Background: an optimization exercise with open tools, aiming at small area, a short achievable clock period and few clock cycles. Do not read the settings as production practice. No functional check of the RTL was part of any run shown here. Power figures rest on the tool's default switching activity, not on a simulated workload.

--- flow/run.sh ---
#!/bin/bash
# synth_recipe.tcl (not shown) runs the flow's synth.tcl, then flattens the netlist and writes it again
# the make line also repeats each setting of config.mk as NAME=value (left out here)
make -C /OpenROAD-flow-scripts/flow DESIGN_CONFIG=/design/flow/config.mk WORK_HOME=/design/flow/orfs CLKGATE_MAP_FILE= SYNTH_SCRIPT=/design/flow/synth_recipe.tcl finish
--- flow/constraint.sdc ---
create_clock -name core_clock -period 6.5 [get_ports {CLK}]
set_input_delay 1.3000 -clock core_clock [delete_from_list [all_inputs] [get_ports {CLK}]]
set_output_delay 1.3000 -clock core_clock [all_outputs]
set_load 0.01 [all_outputs]
--- flow/design.v ---
package cpu16_pkg;
	typedef logic [16-1:0]        word_t;     
	typedef logic [$clog2(16)-1:0]  reg_idx_t;  
	typedef logic [3:0]                      flags_t;    
	typedef enum logic [1:0] {
		PH_FETCH   = 2'd0,  
		PH_DECODE  = 2'd1,  
		PH_EXECUTE = 2'd2,  
		PH_COMMIT  = 2'd3   
	} phase_t;
	typedef struct packed {
		logic [1:0] group;      
		logic [2:0] alu_op;     
		logic       const_arg;  
		reg_idx_t   ra;         
		reg_idx_t   rb;         
		logic [3:0] imm;        
		logic       ld;         
		logic       st;         
		logic       ldi;        
		logic [1:0] incdec;     
		logic       jump;       
		logic       rel;        
		logic       halt;       
	} ctrl_t;
	typedef struct packed {
		logic  write;  
		word_t addr;
		word_t wdata;
	} mem_req_t;
endpackage
`timescale 1ns/100ps
module cpu16_top (
	input  logic        CLK,
	input  logic        rst_n,
	input  logic        imem_ack,
	input  logic [15:0] imem_data,
	input  logic        dmem_ack,
	input  logic [15:0] dmem_rdata,
	output logic        imem_req,
	output logic [15:0] imem_addr,
	output logic        dmem_req,
	output logic [32:0] dmem_cmd,
	output logic        halted
);
	logic        ph;        
	logic [15:0] ir;        
	logic [15:0] a;         
	logic [15:0] b;         
	logic [15:0] fa;        
	logic [3:0]  flags;     
	logic [15:0] res_q;     
	logic        wr_q;      
	logic        dm_pend;   
	logic        halted_r;
	logic [15:0] regs [16];
	logic [1:0] grp;
	logic       is_halt, is_ldi, is_mem, is_ld, is_jmp, is_alu, incdec;
	assign grp     = ir[15:14];
	assign is_halt = (grp == 2'b00) && (ir[13:11] == 3'b001);
	assign is_ldi  = (grp == 2'b01) && (ir[9:8] == 2'b01);
	assign is_mem  = (grp == 2'b01) && (ir[9:8] != 2'b01);
	assign is_ld   = is_mem && !ir[10];
	assign is_jmp  = (grp == 2'b10);
	assign is_alu  = (grp == 2'b11);
	assign incdec  = ir[13] ^ ir[12];
	logic dm_wait, f_acc, x_go;
	assign dm_wait = dm_pend && !dmem_ack;
	assign f_acc   = !ph && imem_ack && !dm_wait;
	assign x_go    = ph && !dm_pend;
	logic [15:0] incval;
	assign incval = ir[13] ? b - 16'd1 : b + 16'd1;
	logic        lw, xw, we;
	logic [3:0]  waddr;
	logic [15:0] wdata;
	assign lw    = dm_pend && dmem_ack &&
		(is_ld ? !(incdec && (ir[7:4] == ir[3:0])) : incdec);
	assign xw    = x_go && is_ld && incdec;
	assign we    = wr_q || lw || xw;
	assign waddr = (wr_q || (lw && is_ld)) ? ir[7:4] : ir[3:0];
	assign wdata = wr_q ? res_q : ((lw && is_ld) ? dmem_rdata : incval);
	logic [15:0] rf_d, rf_en;
	assign rf_d = rst_n ? wdata : 16'd0;
	always_comb
		for (int i = 0; i < 16; i++)
			rf_en[i] = !rst_n || (we && waddr == 4'(i));
	always_ff @(posedge CLK)
		for (int i = 0; i < 16; i++)
			if (rf_en[i])
				regs[i] <= rf_d;
	logic [1:0]  grp_in;
	logic        in_const, in_sub, in_shl;
	logic [15:0] rda, rdb, fwa, fwb, a_in, b_in;
	assign grp_in   = imem_data[15:14];
	assign in_const = (grp_in == 2'b11) ? imem_data[8] : ((grp_in == 2'b01) && (imem_data[9:8] == 2'b01));
	assign in_sub   = (grp_in == 2'b11) && (imem_data[13:10] == 4'b0010);
	assign in_shl   = (grp_in == 2'b11) && (imem_data[13:10] == 4'b0110);
	assign rda = regs[imem_data[7:4]];
	assign rdb = regs[imem_data[3:0]];
	assign fwa = (we && waddr == imem_data[7:4]) ? wdata : rda;
	assign fwb = (we && waddr == imem_data[3:0]) ? wdata : rdb;
	always_comb
		for (int i = 0; i < 16; i++)
			a_in[i] = in_shl ? fwa[15-i] : fwa[i];
	assign b_in = (in_const ? {12'd0, imem_data[3:0]} : fwb) ^ {16{in_sub}};
	logic [2:0]  alu_op;
	logic [15:0] alu_res, sh_rev;
	logic [16:0] sum, shr_wide;
	logic        alu_c;
	assign alu_op   = (is_alu && !ir[13]) ? ir[12:10] : 3'd0;
	assign sum      = {1'b0, a} + {1'b0, b} + {16'd0, alu_op == 3'd2};
	assign shr_wide = {a, 1'b0} >> b[3:0];
	always_comb
		for (int i = 0; i < 16; i++)
			sh_rev[i] = shr_wide[16-i];
	always_comb begin
		alu_res = b;
		alu_c   = 1'b0;
		case (alu_op)
			3'd0: alu_res = b;
			3'd1: begin alu_res = sum[15:0]; alu_c = sum[16];  end
			3'd2: begin alu_res = sum[15:0]; alu_c = !sum[16]; end
			3'd3: alu_res = a & b;
			3'd4:  alu_res = a | b;
			3'd5: alu_res = a ^ b;
			3'd6: begin alu_res = sh_rev;          alu_c = shr_wide[0]; end
			3'd7: begin alu_res = shr_wide[16:1];  alu_c = shr_wide[0]; end
		endcase
	end
	logic fsel, taken, tk_abs, tk_rel;
	always_comb begin
		case (ir[9:8])
			2'b00:   fsel = flags[3];
			2'b01:   fsel = flags[2];
			2'b10:   fsel = flags[1];
			default: fsel = flags[0];
		endcase
	end
	assign taken  = is_jmp && (ir[13] ? (ir[12] ? fsel : !fsel) : 1'b1);
	assign tk_abs = taken && !ir[10];
	assign tk_rel = taken && ir[10];
	always_ff @(posedge CLK) begin
		if (!rst_n) begin
			ph       <= 1'b0;
			fa       <= 16'h0000;
			flags    <= '0;
			wr_q     <= 1'b0;
			dm_pend  <= 1'b0;
			halted_r <= 1'b0;
		end else begin
			wr_q <= x_go && (is_alu || is_ldi);
			if (f_acc) begin
				ph <= 1'b1;
				fa <= fa + 16'd1;
			end
			if (x_go) begin
				ph <= 1'b0;
				if (tk_abs)
					fa <= b;
				else if (tk_rel)
					fa <= fa + b;
				if (is_alu)
					flags[3] <= alu_c;
				if (is_halt)
					halted_r <= 1'b1;
			end
			if (wr_q && is_alu)
				flags[2:0] <= {res_q == 16'd0, ~^res_q, res_q[15]};
			if (x_go && is_mem)
				dm_pend <= 1'b1;
			else if (dmem_ack)
				dm_pend <= 1'b0;
		end
	end
	always_ff @(posedge CLK) begin
		res_q <= alu_res;
		if (f_acc) begin
			ir <= imem_data;
			a  <= a_in;
			b  <= b_in;
		end
	end
	assign halted    = halted_r || (x_go && is_halt);
	assign imem_req  = !halted_r && (ph ? (x_go && !is_halt && !tk_rel) : (!imem_ack || dm_wait));
	assign imem_addr = (ph && tk_abs) ? b : fa;
	assign dmem_req  = (x_go && is_mem) || dm_wait;
	assign dmem_cmd  = {ir[10], b, a};
endmodule
--- flow/config.mk ---
export PLATFORM = sky130hd
export DESIGN_NAME = cpu16_top
export DESIGN_NICKNAME = cpu16_top
export VERILOG_FILES = /design/flow/design.v
export SDC_FILE = /design/flow/constraint.sdc
export NUM_CORES = 4
export LEC_CHECK = 0
export CAP_MARGIN = 20
export CORE_MARGIN = 2
export CORE_UTILIZATION = 40
export SLEW_MARGIN = 20
==> results of run 1 <==
[worst max-delay path by stage]
stage	cells after the start	end	slack [ns]	start
6_report	8	imem_addr[14]	1.80	ir[8]
5_1_grt	8	imem_addr[12]	1.62	ir[8]
4_1_cts	8	imem_addr[0]	1.82	ir[8]
3_5_place_dp	9	b[12]	1.44	imem_data[0]
3_3_place_gp	10	b[12]	1.48	imem_data[2]
2_1_floorplan	9	fa[15]	2.28	dmem_ack
[logic make-up after synthesis]
| group | Yosys count | synth area share |
|---|---|---|
| adder cells (fa/ha/maj) | 74 | 0.0481 |
| AND/OR/NAND/NOR | 453 | 0.125 |
| AO/OA/AOI/OAI | 629 | 0.221 |
| buffers and inverters | 179 | 0.0355 |
| multiplexers | 68 | 0.0420 |
| XOR/XNOR | 68 | 0.0299 |
| flip-flops | 344 | 0.499 |
[area by class of cell]
| cell class | count | area, sq um |
|---|---|---|
| clock buffer | 47 | 1020 |
| multi-input combinational | 1292 | 9640 |
| sequential | 344 | 9930 |
| inverter | 59 | 221 |
| tap | 664 | 831 |
| fill | 4479 | 25800 |
| clock inverter | 18 | 141 |
| antenna | 2 | 5.00 |
| timing repair buffer | 158 | 1410 |
[critical path, stage by stage (launching register included)]
cell             delay [ns]
edfxtp_1               0.37
mux4_2                 0.51
xor2_1                 0.15
and2_1                 0.18
nor3_1                 0.27
nand3b_1               0.12
buf_4                  0.25
o21ai_0                0.37
clkdlybuf4s50_1        0.61
[power breakdown]
group          internal, mW  switching [mW]
logic                 0.539           0.938
registers              2.78           0.254
clock network          1.16           0.906
total                  4.48            2.10
[sequential cells by signal (all words and copies together) (netlist names)]
register  count
regs        256
ph            1
flags         4
res_q        16
fa           16
ir           16
wr_q          1
b            16
a            16
halted_r      1
dm_pend       1
[cell usage in the layout, fill, tap and decap left out, types with 51 or more instances in the layout]
cell / instances
ha_1: 70
clkdlybuf4s50_1: 86
edfxtp_1: 304
a22oi_1: 167
o21ai_0: 81
nor2_1: 77
buf_4: 69
nand2_1: 103
a21oi_1: 113
nand4_1: 51
inv_1: 58
[per-layer routing]
metal,part of all wire,global-route usage
met5,0.00034,0
met4,0.075,0.196
met3,0.11,0.0768
met2,0.45,0.481
met1,0.37,0.371
==> flow_metrics.tcl, run 1 <==
set metrics [dict create \
    overflow 0 \
    drtIter0Drc 2869 \
    yosys-top-cells-count "edfxtp_1 (304), a22oi_1 (167), a21oi_1 (113)" \
    grt_max_degree 50 \
    max_freq_ghz 0.213 \
    clockBufferDepth 3 \
    maxCapViolCount 0 \
    nets 2002 \
    post_dp_cell_area_sq_um 22000 \
    routed_via_density 6.76 \
    endpoint_kind "output port" \
    worstPathMaxFanout 32 \
    rsz0062_at_grt "no" \
    hold_ws_ns 0.487 \
    grt_pass1_wl_um 113000 \
    start_util 0.405 \
    antenna_found_initial 4 \
    drtAntennaViolNets 0 \
    hp-start "flags[0]" \
    root_buffer "clkbuf_16" \
    syn_nets 1925 \
    drive_above_1_share 0.115 \
    grt_pass1_vias 16900 \
    syn_inst 1815 \
    arrival_ns 3.40 \
    fin_crit_ns 4.70 \
    finalHoldViolCount 0 \
    setup_viol 0 \
    fin_ws_ns 1.80 \
    track_usage 0.304 \
    p_total_mw 6.58 \
    postCtsSetupBuffers 0 \
    ys_ff_latch 344 \
    rrSetupSlack_ns 1.99 \
    slew_headroom 0.149 \
    hold_path.class "reg2reg" \
    tritoncts "yes" \
    cp.required_ns 5.20 \
    synth_edf_count 304 \
    cts_buffers 37 \
    finalWirelength_um 78900 \
    regToRegEndpoint "flags[3]" \
    period_share 0.724 \
    critPathKind "reg2out" \
    clk_pin_slew_ns 0.06 \
    worst_ir_drop_vdd_mv 0.222 \
    placed_cells 2516 \
    finalClockSkew_ns 0.0251 \
    die_area_sq_um 51500 \
    final_cell_area_sq_um 23200 \
    hold_path_depth 2 \
    hpwl_um 52700 \
    slew_violations 0 \
    dp_slack_ns 1.44 \
    area_delta_synth_final_pct 16.7 \
    netlist-cell-type-count 83 \
    ios 88 \
    ctsHoldBuffers 0 \
    yosys.area.top_type "edfxtp_1" \
    synthTopCellsByArea "edfxtp_1 (46%), a22oi_1 (6.3%), ha_1 (4.4%)" \
    drt_pass1_iterations 8 \
    worst_pin_slew_ns 1.28 \
    utilization 0.473 \
    rows 81 \
    outcome "complete, no violations" \
    synth_area_sq_um 19900 \
    async_reset_ff_frac 0 \
    drc 0 \
    wire_per_inst_um 30.5 \
    fin_cells 2584 \
    die_w_um 227 \
    yosysMostFrequentCell "edfxtp_1" \
    die_h_um 227 \
    worst_setup_path_start_kind "register" \
    tns_ns 0 \
    whs_endpoint "flags[0]" \
    vias 17500 \
    rr_startpoint "b[3]" \
    io_buffers 87 \
    coreArea_sq_um 49100 \
    ctsResizeCount 0 \
    reg2reg_depth 10 \
    p_leak_nw 8.39 \
    clock_sinks 344 \
    insertion_delay_ns 0.57 \
    ys.flop_type "edfxtp_1" \
    synth_top_cell_area_share 0.459 \
    h-tree-depth 2 \
    gp_congestion 0.970 \
    ys_warn_count 2 \
    power_density_nw_per_um2 284 \
    ys_seq_area_frac 0.499 \
    synth.avg_cell_area_sq_um 11.0 \
]
==> run 2, diff against run 1 <==
--- a/flow/config.mk
+++ b/flow/config.mk
@@ -8,4 +8,5 @@
 export CAP_MARGIN = 20
 export CORE_MARGIN = 2
 export CORE_UTILIZATION = 40
+export SETUP_SLACK_MARGIN = 3.0
 export SLEW_MARGIN = 20
==> run 2 against run 1 <==
Core utilization is 2.9 points higher. Register-to-register slack improved by 0.86 ns. Still clean on timing, DRC and antenna. Sequential share of layout area down 2.5 points. Largest cell class is now multi-input combinational cells. Largest power group unchanged. Critical path type unchanged. Highest routed layer is now met4.
==> flow_metrics.tcl, run 2 <==
set metrics [dict create \
    outcome "complete, no violations" \
    die_h_um 227 \
    synthTopCellsByArea "edfxtp_1 (46%), a22oi_1 (6.3%), ha_1 (4.4%)" \
    drc 0 \
    rows 81 \
    track_usage 0.311 \
    fin_crit_ns 4.03 \
    cp.required_ns 5.20 \
    worst_setup_path_start_kind "register" \
    multi_input_area_sq_um 10100 \
    syn_nets 1925 \
    clk_pin_slew_ns 0.06 \
    clock_sinks 344 \
    yosys.area.top_type "edfxtp_1" \
    die_w_um 227 \
    whs_endpoint "flags[2]" \
    endpoint_kind "output port" \
    yosys-top-cells-count "edfxtp_1 (304), a22oi_1 (167), a21oi_1 (113)" \
    syn_inst 1815 \
    layout_common_cells "edfxtp_1 (304), a22oi_1 (167), a21oi_1 (110), buf_4 (107), nand2_1 (91)" \
    utilization 0.502 \
    insertion_delay_ns 0.57 \
    dp_slack_ns 1.53 \
    clockBufferDepth 3 \
    maxCapViolCount 0 \
    antenna_found_initial 0 \
    setup_viol 0 \
    drtAntennaViolNets 0 \
    arrival_ns 2.73 \
    cts_buffers 39 \
    grt_pass1_vias 17300 \
    ys_ff_latch 344 \
    start_util 0.405 \
    grt_max_degree 50 \
    overflow 0 \
    final_cell_area_sq_um 24600 \
    layout.cells.most_common "edfxtp_1" \
    hold_ws_ns 0.487 \
    io_buffers 87 \
    regMostFlops "regs" \
    ys_warn_count 2 \
    root_buffer "clkbuf_16" \
    regToRegEndpoint "flags[3]" \
    hp-start "flags[2]" \
    worst_pin_slew_ns 1.16 \
    max_freq_ghz 0.248 \
    fin_ws_ns 2.47 \
    die_area_sq_um 51500 \
    coreArea_sq_um 49100 \
    synth_area_sq_um 19900 \
    nets 2075 \
    gp_congestion 0.963 \
    routed_via_density 6.69 \
    hold_path_depth 2 \
    drive_above_1_share 0.197 \
    period_share 0.620 \
    ios 88 \
    reg2reg_depth 14 \
    worst_ir_drop_vdd_mv 0.262 \
    critPathKind "reg2out" \
    use_met3 0.0701 \
    yosysMostFrequentCell "edfxtp_1" \
    synth_edf_count 304 \
    area_delta_synth_final_pct 23.9 \
    rrSetupSlack_ns 2.85 \
    netlist-cell-type-count 83 \
    slew_violations 0 \
    finalWirelength_um 81500 \
    drt_pass1_iterations 7 \
    tritoncts "yes" \
    ys.flop_type "edfxtp_1" \
    synth_top_cell_area_share 0.459 \
    grt_pass1_wl_um 116000 \
    post_dp_cell_area_sq_um 22000 \
    slew_headroom 0.225 \
    rsz0062_at_grt "yes" \
    gr-usage-met2 0.495 \
    grt_use_met1 0.371 \
    vias 17800 \
    finalHoldViolCount 0 \
    tns_ns 0 \
    synth.avg_cell_area_sq_um 11.0 \
    power_density_nw_per_um2 285 \
    nFillCells 4377 \
    hpwl_um 52200 \
    finalClockSkew_ns 0.0268 \
    p_leak_nw 9.13 \
    ctsHoldBuffers 0 \
    worstPathMaxFanout 7 \
    async_reset_ff_frac 0 \
    n_antenna_cell 0 \
    ys_seq_area_frac 0.499 \
    largest_reg_flops 256 \
    h-tree-depth 2 \
    wire_per_inst_um 30.7 \
    grt_busiest_layer "met2" \
    drtIter0Drc 2758 \
    hold_path.class "reg2reg" \
    ff_latch_area_sq_um 9930 \
    rr_startpoint "ir[13]" \
]
run 2: cell counts after synthesis:
Identical to the previous run, type by type.
run 2: cell families after synthesis:
kind of cell | Yosys count | synth area share
compound gates | 629 | 0.221
simple gates | 453 | 0.125
flops | 344 | 0.499
buf+inv | 179 | 0.0355
fa+ha+maj | 74 | 0.0481
xor+xnor | 68 | 0.0299
mux | 68 | 0.0420
run 2: what timing repair did:
| item | in CTS | in global routing |
|---|---|---|
| pin swaps | 23 | 20 |
| gates resized for setup | 190 | 71 |
| setup endpoints to repair | 513 | 188 |
| cloned | 4 | 1 |
| setup buffers | 54 | 16 |
run 2: worst max path at each step:
| stage | cells after the start | start | endpoint |
|---|---|---|---|
| 3_5_place_dp | 10 | imem_data[3] | b[12] |
| 6_report | 10 | ir[8] | imem_addr[12] |
| 3_3_place_gp | 10 | imem_data[3] | b[12] |
| 5_1_grt | 10 | ir[8] | imem_addr[15] |
| 4_1_cts | 10 | ir[8] | imem_addr[0] |
| 2_1_floorplan | 6 | dmem_ack | regs[9][0] |
run 2: layout make-up:
| cell class | instances | share of cell area |
|---|---|---|
| Multi-Input combinational cell | 1294 | 0.411 |
| Sequential cell | 344 | 0.403 |
| Timing Repair Buffer | 227 | 0.0863 |
| Clock buffer | 43 | 0.0402 |
| Tap cell | 664 | 0.0337 |
| Clock inverter | 27 | 0.0161 |
| Inverter | 59 | 0.00929 |
run 2: critical path, cell delays in order (launching register included):
cell	delay, ns
edfxtp_1	0.38
mux4_2	0.51
xor2_1	0.15
and2_4	0.17
nor3_4	0.12
nand3b_1	0.11
buf_6	0.17
buf_16	0.16
buf_12	0.12
o21ai_4	0.15
buf_6	0.12
run 2: metal layers:
metal	share of wire	wire length, um
met5	0	0
met4	0.080	6520
met3	0.098	8020
met2	0.46	37300
met1	0.36	29600
run 2: power breakdown:
| group | internal [mW] | switching, mW |
|---|---|---|
| registers | 2.78 | 0.251 |
| clock network | 1.47 | 0.928 |
| logic | 0.599 | 0.996 |
run 2: per-stage QoR:
step	std cells	power, mW
final	2658	7.02
after global placement	2513	4.49
after detailed placement	2513	4.50
after CTS	2641	6.95
after global routing	2658	7.24
after floorplan	1815	3.84

## separate check: timing with driven ports
In the flow no input, the clock included, has a driving cell. The finished layouts below were timed again as built, in two steps. Step 1 (the two cells are an assumption about what drives the block):
set clk [get_ports {CLK}]
set_driving_cell -lib_cell sky130_fd_sc_hd__clkbuf_16 $clk
set_driving_cell -lib_cell sky130_fd_sc_hd__buf_2 [delete_from_list [all_inputs] $clk]
Step 2 also shifts input and output timing later by t, the mid clock arrival at the registers, as if the neighbouring blocks saw the same clock. a / b / c = ideal ports / drivers / drivers and shift; a / b = the first two.
run	shift t [ns]	setup slack, ns	latest minus earliest clock arrival (ns)	worst register clock-pin slew, ns	worst data-port slew with drivers (ns)
run 1	0.617	1.797 / 1.742 / 1.249	0.025 / 0.025	0.07 / 0.07	0.04
run 2	0.617	2.467 / 2.409 / 2.479	0.027 / 0.027	0.07 / 0.07	0.04
After both steps every run listed still meets setup and hold. For run 1, which loses most, drivers alone change the setup slack by -0.055 ns; drivers and shift together by -0.548 ns.
